Context: an optimization exercise on an open-source flow, tuned for small area, a short achievable clock period and few clock cycles per item. The choices shown serve that exercise and are no tape-out recipe.

## midpoint_ellipse_points
module midpoint_ellipse_points #(
    parameter int COORD_BITS = COORD_BITS_DEFAULT
) (
    input  logic                  clk,
    input  logic                  rst_n,
    input  logic                  cfg_we,
    input  logic [CFG_IDX_W-1:0]  cfg_index,
    input  logic [RADIUS_W-1:0]   cfg_data,
    input  logic                  in_valid,
    output logic                  in_ready,
    input  logic [FIELD_W-1:0]    center_x,
    input  logic [FIELD_W-1:0]    center_y,
    input  logic [FIELD_W-1:0]    shift_x,
    output logic                  out_valid,
    input  logic                  out_ready,
    output logic [COORD_BITS-1:0] x_right,
    output logic [COORD_BITS-1:0] x_left,
    output logic [COORD_BITS-1:0] y_upper,
    output logic [COORD_BITS-1:0] y_lower,
    output logic                  last_point
);
    logic [SQ_W-1:0]     a2_reg, b2_reg;
    logic [RADIUS_W-1:0] rb_reg;
    logic [SQ_W-1:0]     cfg_sq;
    assign cfg_sq = cfg_data * cfg_data;
    always_ff @(posedge clk or negedge rst_n)
    begin
        if (!rst_n)
        begin
            a2_reg <= SQ_W'(RADIUS_X_RESET * RADIUS_X_RESET);
            b2_reg <= SQ_W'(RADIUS_Y_RESET * RADIUS_Y_RESET);
            rb_reg <= RADIUS_Y_RESET;
        end
        else if (cfg_we)
        begin
            if (cfg_index == 1'b0)
            begin
                a2_reg <= cfg_sq;
            end
            else
            begin
                b2_reg <= cfg_sq;
                rb_reg <= cfg_data;
            end
        end
    end
    logic                  q_v, q_rdy;
    logic [2:0]            q_cnt;
    logic [FIELD_W-1:0]    q_cx, q_cy, q_sh;
    logic [SQ_W-1:0]       q_a2, q_b2;
  ...
For scale: ~2300 cells after synthesis, about 310 flip-flops, ~88 I/O pins, roughly 22000 um2 of cells after synthesis.
clock: 9.0 ns
lec_check: 0
cap_margin: 20
core_margin: 2
core_utilization: 40
slew_margin: 20
standard.sh (not shown) runs the stock make flow with config.mk's settings and CLKGATE_MAP_FILE= SYNTH_SCRIPT=/design/flow/synth_recipe.tcl, a recipe that flattens the netlist after the stock synthesis.
==> flow/flow/run.sh <==
#!/bin/bash
# The standard layout, with plain buffers on the ports instead of the delay cells
# buffer_ports picks by default, and timing repair aimed at a 3.4 ns period.
set -euo pipefail
export BUFFER_PORTS_ARGS="-buffer_cell sky130_fd_sc_hd__buf_2"
bash standard.sh SETUP_SLACK_MARGIN=5.6 finish > standard_flow.log 2>&1
==> next run, changes <==
--- a/flow/design.v
+++ b/flow/design.v
@@ -27,85 +27,67 @@
     input  logic                  out_ready,
     output logic [COORD_BITS-1:0] x_right,
     output logic [COORD_BITS-1:0] x_left,
     output logic [COORD_BITS-1:0] y_upper,
     output logic [COORD_BITS-1:0] y_lower,
     output logic                  last_point
 );
-    logic [SQ_W-1:0]     a2_reg, b2_reg;
-    logic [RADIUS_W-1:0] rb_reg;
-    logic [SQ_W-1:0]     cfg_sq;
-    assign cfg_sq = cfg_data * cfg_data;
-    always_ff @(posedge clk or negedge rst_n)
-    begin
-        if (!rst_n)
-        begin
-            a2_reg <= SQ_W'(RADIUS_X_RESET * RADIUS_X_RESET);
-            b2_reg <= SQ_W'(RADIUS_Y_RESET * RADIUS_Y_RESET);
+    logic [RADIUS_W-1:0] ra_reg, rb_reg;
+    always_ff @(posedge clk or negedge rst_n)
+    begin
+        if (!rst_n)
+        begin
+            ra_reg <= RADIUS_X_RESET;
             rb_reg <= RADIUS_Y_RESET;
         end
         else if (cfg_we)
         begin
-            if (cfg_index == 1'b0)
-            begin
-                a2_reg <= cfg_sq;
-            end
-            else
-            begin
-                b2_reg <= cfg_sq;
-                rb_reg <= cfg_data;
-            end
+            if (cfg_index == 1'b0) ra_reg <= cfg_data;
+            else                   rb_reg <= cfg_data;
         end
     end
     logic                  q_v, q_rdy;
     logic [2:0]            q_cnt;
     logic [FIELD_W-1:0]    q_cx, q_cy, q_sh;
     logic [SQ_W-1:0]       q_a2, q_b2;
     logic [RADIUS_W-1:0]   q_b;
     logic signed [T_W-1:0] q_t;
-    logic [SQ_W+2:0]       q_k1;
-    logic [SQ_W:0]         q_bf;
-    logic                  q_v_n, in_ready_reg;
     logic                  load;
+    assign in_ready = !q_v;
     assign q_rdy    = q_v && (q_cnt == 3'd5);
-    assign q_v_n    = q_v ? !load : in_valid;
-    assign in_ready = in_ready_reg;
-    always_ff @(posedge clk or negedge rst_n)
-    begin
-        if (!rst_n)
-        begin
-            q_v          <= 1'b0;
-            in_ready_reg <= 1'b1;
+    always_ff @(posedge clk or negedge rst_n)
+    begin
+        if (!rst_n)
+        begin
+            q_v <= 1'b0;
         end
         else
         begin
-            q_v          <= q_v_n;
-            in_ready_reg <= !q_v_n;
+            if (!q_v)      q_v <= in_valid;
+            else if (load) q_v <= 1'b0;
         end
     end
     always_ff @(posedge clk)
     begin
         if (!q_v)
         begin
             q_cx  <= center_x;
             q_cy  <= center_y;
             q_sh  <= shift_x;
-            q_a2  <= a2_reg;
-            q_b2  <= b2_reg;
+            q_a2  <= ra_reg * ra_reg;
+            q_b2  <= rb_reg * rb_reg;
             q_b   <= rb_reg;
             q_cnt <= 3'd0;
             q_t   <= '0;
         end
         else if (q_cnt != 3'd5)
         begin
             q_cnt <= q_cnt + 3'd1;
             q_b   <= {q_b[RADIUS_W-2:0], q_b[RADIUS_W-1]};
             q_t   <= (q_t <<< 1) - (q_b[RADIUS_W-1] ? T_W'(q_a2) : T_W'(0));
-            q_k1  <= {q_a2, 1'b0} + {q_b2, 1'b0} + {3'b0, q_b2};
-            q_bf  <= {1'b0, q_b2} + {3'b0, q_a2[SQ_W-1:2]};
         end
     end
     logic                       w_v, w_r2, w_sw1, w_sw2, w_ey0;
     logic [RADIUS_W-1:0]        w_ex, w_ey;
     logic signed [FIELD_W+1:0]  w_cxs;
     logic [FIELD_W-1:0]         w_cy;
     logic signed [K_W-1:0]      w_k, w_p, w_q, w_g;
@@ -184,17 +166,17 @@
             w_cy  <= q_cy;
             w_a2  <= q_a2;
             w_b2  <= q_b2;
             w_s   <= {1'b0, q_a2} + {1'b0, q_b2};
             w_g   <= qt_k;
             w_c   <= (SQ_W+1)'(3 * (q_b2 >> 2)) - (SQ_W+1)'(q_a2 >> 2)
                      + (SQ_W+1)'({q_b2[0], 1'b0}) - (SQ_W+1)'(1);
-            w_k   <= K_W'(q_bf) + qt_k;
+            w_k   <= qb2_k + qt_k + K_W'(q_a2 >> 2);
             w_p   <= (qb2_k <<< 1) + qb2_k;
-            w_q   <= K_W'(q_k1) + (qt_k <<< 1);
+            w_q   <= (qa2_k <<< 1) + (qb2_k <<< 1) + qb2_k + (qt_k <<< 1);
         end
         else if (adv)
         begin
             w_k <= k_n;
             w_p <= p_n;
             w_q <= q_n;
             w_g <= g_n;
The changed run went through all stages and came out clean.
Cell area is lower by about 1.9%.
Setup slack gets better by 0.047 ns.
Clock-buffer cell count drops by 4.
Synthesized area goes down by 1.9%.
Worst hold slack barely changes.
No run of this note included a check of the RTL's function; only the layout flow was run.

## port drivers added, routing unchanged
How much do the figures lean on ideal ports? The routed layouts below were timed once more, with nothing changed but the port constraints.
Step 1, drivers: a clkbuf_16 drives clk and a buf_2 each remaining input, both assumed.
Step 2 moves the port delays by t, midway between the first and last clock arrival at a register: inputs arrive t later, outputs are due t later. That takes back most of the time a late clock gives input paths.
Three values: ideal ports, drivers, drivers and shift; two values: the first two.
run	shift t [ns]	setup slack, ns	worst setup path at the end	clock arrival spread, ns
the first run	0.624	4.986 / 4.978 / 4.354	input to register	0.016 / 0.016
the second run	0.611	5.033 / 5.033 / 5.033	register to register	0.026 / 0.026
After both steps setup and hold are still met in every run listed. For the first run, which loses most, drivers alone change the setup slack by -0.008 ns; drivers and shift together by -0.632 ns.
